This is an optimization exercise on Yosys and OpenROAD, whose aim is small area, not a production implementation. The RTL was checked by simulation tests, not by an equivalence proof against the original design. Power and IR drop assume default switching activity.

==> module axi_mem, before the edit <==
module axi_mem (
  input  wire        aclk,
  input  wire        arstn,
  input  wire [3:0]  arid,
  input  wire [31:0] araddr,
  input  wire [3:0]  arlen,
  input  wire [2:0]  arsize,
  input  wire        arvalid,
  output wire        arready,
  input  wire [3:0]  awid,
  input  wire [31:0] awaddr,
  input  wire [3:0]  awlen,
  input  wire [2:0]  awsize,
  input  wire        awvalid,
  output wire        awready,
  input  wire [31:0] wdata,
  input  wire [3:0]  wstrb,
  input  wire        wlast,
  input  wire        wvalid,
  output wire        wready,
  output wire [3:0]  rid,
  output wire [31:0] rdata,
  output wire [1:0]  rresp,
  output wire        rlast,
  output wire        rvalid,
  input  wire        rready,
  output wire [3:0]  bid,
  output wire [1:0]  bresp,
  output wire        bvalid,
  input  wire        bready
);
  logic       rd_busy;
  logic [3:0] rd_rem;      
  logic [3:0] rd_id;
  logic [6:0] rd_lo;
  logic [1:0] rd_sz;
  logic       rd_in_hi, rd_wrap_hi;
  logic       rd_err;      
  logic       rd_hold;
  wire ar_hs = arvalid && !rd_busy;
  wire r_hs  = rd_busy && rready;
  wire rd_last = rd_rem == 4'd0;
  wire rd_adv  = r_hs && !rd_last;
  wire [7:0] rd_sum   = {1'b0, rd_lo} + (8'd1 << rd_sz);
  wire [6:0] rd_lo_n  = ar_hs ? araddr[6:0] : rd_sum[6:0];
  wire [1:0] rd_sz_n  = ar_hs ? arsize[1:0] : rd_sz;
  wire       rd_ok_sz = arsize <= 3'd2;
  wire       rd_in_n  = ar_hs ? rd_ok_sz && araddr[31:7] == 25'd0 :
                        rd_sum[7] ? rd_wrap_hi : rd_in_hi;
  wire       rd_err_n = !rd_in_n || (rd_sz_n[0] && rd_lo_n == 7'h7f) ||
                        (rd_sz_n[1] && rd_lo_n[6:2] == 5'h1f && rd_lo_n[1:0] != 2'b00);
  always_ff @(posedge aclk or negedge arstn) begin
    if (!arstn) rd_busy <= 1'b0;
    else if (ar_hs) rd_busy <= 1'b1;
    else if (r_hs && rd_last) rd_busy <= 1'b0;
  end
  always_ff @(posedge aclk) begin
    if (ar_hs) begin
      rd_rem     <= arlen;
      rd_id      <= arid;
      rd_sz      <= arsize[1:0];
      rd_wrap_hi <= rd_ok_sz && &araddr[31:7];
    end else if (rd_adv) begin
      rd_rem <= rd_rem - 4'd1;
    end
    if (ar_hs || rd_adv) begin
      rd_lo    <= rd_lo_n;
      rd_in_hi <= rd_in_n;
      rd_err   <= rd_err_n;
    end
  end
  logic       wr_busy;     
  logic       wr_resp;     
  logic [3:0] wr_rem;
  logic [3:0] wr_id;
  logic [6:0] wr_lo;
  logic [1:0] wr_sz;
  logic       wr_in_hi, wr_wrap_hi;
  logic       wr_bad;      
  wire aw_hs = awvalid && !wr_busy && !wr_resp;
  wire w_hs  = wvalid && wr_busy;
  wire b_hs  = wr_resp && bready;
  wire wr_last = wr_rem == 4'd0;
  wire wr_err  = !wr_in_hi || (wr_sz[0] && wr_lo == 7'h7f) ||
                 (wr_sz[1] && wr_lo[6:2] == 5'h1f && wr_lo[1:0] != 2'b00);
  wire [7:0] wr_next = {1'b0, wr_lo} + (8'd1 << wr_sz);
  always_ff @(posedge aclk or negedge arstn) begin
    if (!arstn) begin
      wr_busy <= 1'b0;
      wr_resp <= 1'b0;
    end else begin
      if (aw_hs) wr_busy <= 1'b1;
      else if (w_hs && wr_last) wr_busy <= 1'b0;
      if (w_hs && wr_last) wr_resp <= 1'b1;
      else if (b_hs) wr_resp <= 1'b0;
    end
  end
  always_ff @(posedge aclk) begin
    if (aw_hs) begin
      wr_rem     <= awlen;
      wr_id      <= awid;
      wr_lo      <= awaddr[6:0];
      wr_sz      <= awsize[1:0];
      wr_in_hi   <= awsize <= 3'd2 && awaddr[31:7] == 25'd0;
      wr_wrap_hi <= awsize <= 3'd2 && &awaddr[31:7];
      wr_bad     <= 1'b0;
    end else if (w_hs) begin
      wr_bad <= wr_bad || wr_err || (wlast != wr_last);
      if (!wr_last) begin
        wr_rem <= wr_rem - 4'd1;
        wr_lo  <= wr_next[6:0];
        if (wr_next[7]) wr_in_hi <= wr_wrap_hi;
      end
    end
  end
  logic [3:0] wr_size_mask, wr_lanes;
  always_comb begin
    case (wr_sz)
      2'd0:    wr_size_mask = 4'b0001;
      2'd1:    wr_size_mask = 4'b0011;
      default: wr_size_mask = 4'b1111;
    endcase
  end
  assign wr_lanes = wr_size_mask << wr_lo[1:0];
  wire [3:0] wr_be = {4{w_hs && !wr_err}} & wr_lanes & wstrb;
  logic [3:0] wr_be_hi_n [8];
  for (genvar k = 0; k < 8; k++) begin : g_be_hi
    assign wr_be_hi_n[k] = ~({4{wr_lo[6:4] == k}} & wr_be);
  end
  logic mem_phase;
  always_ff @(posedge aclk) mem_phase <= !mem_phase;
  wire [31:0] wdata_p = wdata ^ {32{mem_phase}};
  logic [31:0] src [33];
  logic [32:0] src_sel;
  logic [31:0] grp_n [11];
  logic [31:0] rd_raw;
  logic [31:0] rd_raw_q;
  always_ff @(posedge aclk) begin
    rd_hold  <= rd_busy && !rready;
    rd_raw_q <= rd_raw;
  end
  wire rd_live = !rd_hold && !rd_err;
  assign src[32]     = ~rd_raw_q;
  assign src_sel[32] = rd_hold && !rd_err;
  for (genvar j = 0; j < 32; j++) begin : g_word
    wire wsel_n = wr_lo[3:2] != j % 4;
    logic [3:0] we;
    for (genvar i = 0; i < 4; i++) begin : g_we
      axi_mem_nor2 u_we (.a_n (wsel_n), .b_n (wr_be_hi_n[j/4][i]), .y (we[i]));
    end
    wire [3:0] we_n = ~we;
    logic [31:0] word, word_d;
    for (genvar b = 0; b < 32; b++) begin : g_bit
      axi_mem_o22ai u_next (
        .q    (word[b]),
        .load (we[b/8]),
        .keep (we_n[b/8]),
        .d    (wdata_p[b]),
        .y    (word_d[b])
      );
    end
    always_ff @(posedge aclk) word <= word_d;
    assign src[j]     = word;
    assign src_sel[j] = rd_live && rd_lo[6:2] == j;
  end
  for (genvar g = 0; g < 11; g++) begin : g_grp
    for (genvar b = 0; b < 32; b++) begin : g_bit
      axi_mem_aoi222 u_aoi (
        .s (src_sel[3*g +: 3]),
        .d ({src[3*g+2][b], src[3*g+1][b], src[3*g][b]}),
        .y_n (grp_n[g][b])
      );
    end
  end
  always_comb begin
    rd_raw = '0;
    for (int g = 0; g < 11; g++) rd_raw = rd_raw | ~grp_n[g];
  end
  wire [31:0] rd_word = rd_raw ^ {32{mem_phase && !rd_err}};
  assign arready = !rd_busy;
  assign rvalid  = rd_busy;
  assign rid     = rd_id;
  assign rdata   = rd_word;
  assign rresp   = {rd_err, 1'b0};
  assign rlast   = rd_last;
  assign awready = !wr_busy && !wr_resp;
  assign wready  = wr_busy;
  assign bvalid  = wr_resp;
  assign bid     = wr_id;
  assign bresp   = {wr_bad, 1'b0};
endmodule
==> flow/config.mk <==
export PLATFORM = sky130hd
export DESIGN_NAME = axi_mem
export DESIGN_NICKNAME = axi_mem
export VERILOG_FILES = /design/flow/design.v
export SDC_FILE = /design/flow/constraint.sdc
export NUM_CORES = 4
export LEC_CHECK = 0
export CAP_MARGIN = 20
export CORE_MARGIN = 2
export CORE_UTILIZATION = 60
export PLACE_DENSITY = 0.7
export SLEW_MARGIN = 20
export SYNTH_HIERARCHICAL = 1
==> flow/constraint.sdc <==
create_clock -name core_clock -period 6.0 [get_ports {aclk}]
set_input_delay 1.2000 -clock core_clock [delete_from_list [all_inputs] [get_ports {aclk}]]
set_output_delay 1.2000 -clock core_clock [all_outputs]
set_load 0.01 [all_outputs]
standard.sh (not shown) runs the stock make flow with config.mk's settings and CLKGATE_MAP_FILE= SYNTH_SCRIPT=/design/flow/synth_recipe.tcl, a recipe that flattens the netlist after the stock synthesis.
==> flow/flow/run.sh <==
#!/bin/bash
# Standard ORFS layout with buf_1 port buffers and a clock tree of larger
# sink clusters without dummy loads.
set -euo pipefail
export BUFFER_PORTS_ARGS="-buffer_cell sky130_fd_sc_hd__buf_1"
export CTS_ARGS="-sink_clustering_enable -repair_clock_nets -dont_use_dummy_load -sink_clustering_size 28 -sink_clustering_max_diameter 80"
bash standard.sh > standard.log 2>&1
Change:
--- a/flow/design.v
+++ b/flow/design.v
@@ -130,34 +130,37 @@
     assign wr_be_hi_n[k] = ~({4{wr_lo[6:4] == k}} & wr_be);
   end
   logic mem_phase;
   always_ff @(posedge aclk) mem_phase <= !mem_phase;
-  wire [31:0] wdata_p = wdata ^ {32{mem_phase}};
+  wire [31:0] wdata_p;
+  for (genvar i = 0; i < 4; i++) begin : g_wdata_p
+    assign wdata_p[8*i +: 8] = (wdata[8*i +: 8] ^ {8{mem_phase}}) | {8{!wr_be[i]}};
+  end
   logic [31:0] src [33];
   logic [32:0] src_sel;
   logic [31:0] grp_n [11];
   logic [31:0] rd_raw;
-  logic [31:0] rd_raw_q;
+  logic [31:0] rd_raw_q;      
   always_ff @(posedge aclk) begin
     rd_hold  <= rd_busy && !rready;
-    rd_raw_q <= rd_raw;
+    rd_raw_q <= ~rd_raw;
   end
   wire rd_live = !rd_hold && !rd_err;
-  assign src[32]     = ~rd_raw_q;
+  assign src[32]     = rd_raw_q;
   assign src_sel[32] = rd_hold && !rd_err;
   for (genvar j = 0; j < 32; j++) begin : g_word
     wire wsel_n = wr_lo[3:2] != j % 4;
     logic [3:0] we;
     for (genvar i = 0; i < 4; i++) begin : g_we
       axi_mem_nor2 u_we (.a_n (wsel_n), .b_n (wr_be_hi_n[j/4][i]), .y (we[i]));
     end
-    wire [3:0] we_n = ~we;
+    wire keep = wr_lo[6:2] != j;
     logic [31:0] word, word_d;
     for (genvar b = 0; b < 32; b++) begin : g_bit
       axi_mem_o22ai u_next (
         .q    (word[b]),
         .load (we[b/8]),
-        .keep (we_n[b/8]),
+        .keep (keep),
         .d    (wdata_p[b]),
         .y    (word_d[b])
       );
     end
Result:
- wire length is higher by about a fifth
- area after synthesis is lower slightly
- register-to-register slack gets worse by 0.93 ns
- hold slack gets better by 0.019 ns
- sequential cell count does not change
- count of clock-buffer cells in the layout is higher by 1
- sequential power stays flat
- worst setup slack gets worse by 0.21 ns
- die area is lower slightly
- combinational power is higher by about a fifth
- sequential share of layout area is higher by 0.62 points
- total power is higher by a few percent
- global-route usage is higher by 6.0 points

[port drivers added, routing unchanged]
No port has a modelled driver above. Below, the same layouts with a new extraction and two added sets of constraints. Step 1: set_driving_cell puts a clkbuf_16 on aclk and a buf_2 on each other input, an assumption about the parent block. Step 2, shift: input delay + t, output delay - t, t = (earliest + latest rising clock arrival at the registers) / 2. This alone moves slack from input paths to output paths. Slacks: ideal ports / drivers / drivers and shift; pairs: ideal ports / drivers.
run | shift t [ns] | slack for setup (ns) | worst hold slack (ns) | latest minus earliest clock arrival (ns) | worst register clock-pin slew, ns
the first run | 0.681 | 0.735 / 0.671 / 1.353 | 0.378 / 0.337 / 0.450 | 0.066 / 0.065 | 0.11 / 0.11
the second run | 0.682 | 0.521 / 0.451 / 1.133 | 0.397 / 0.357 / 0.449 | 0.062 / 0.062 | 0.11 / 0.11
After both steps setup and hold are still met in every run listed.
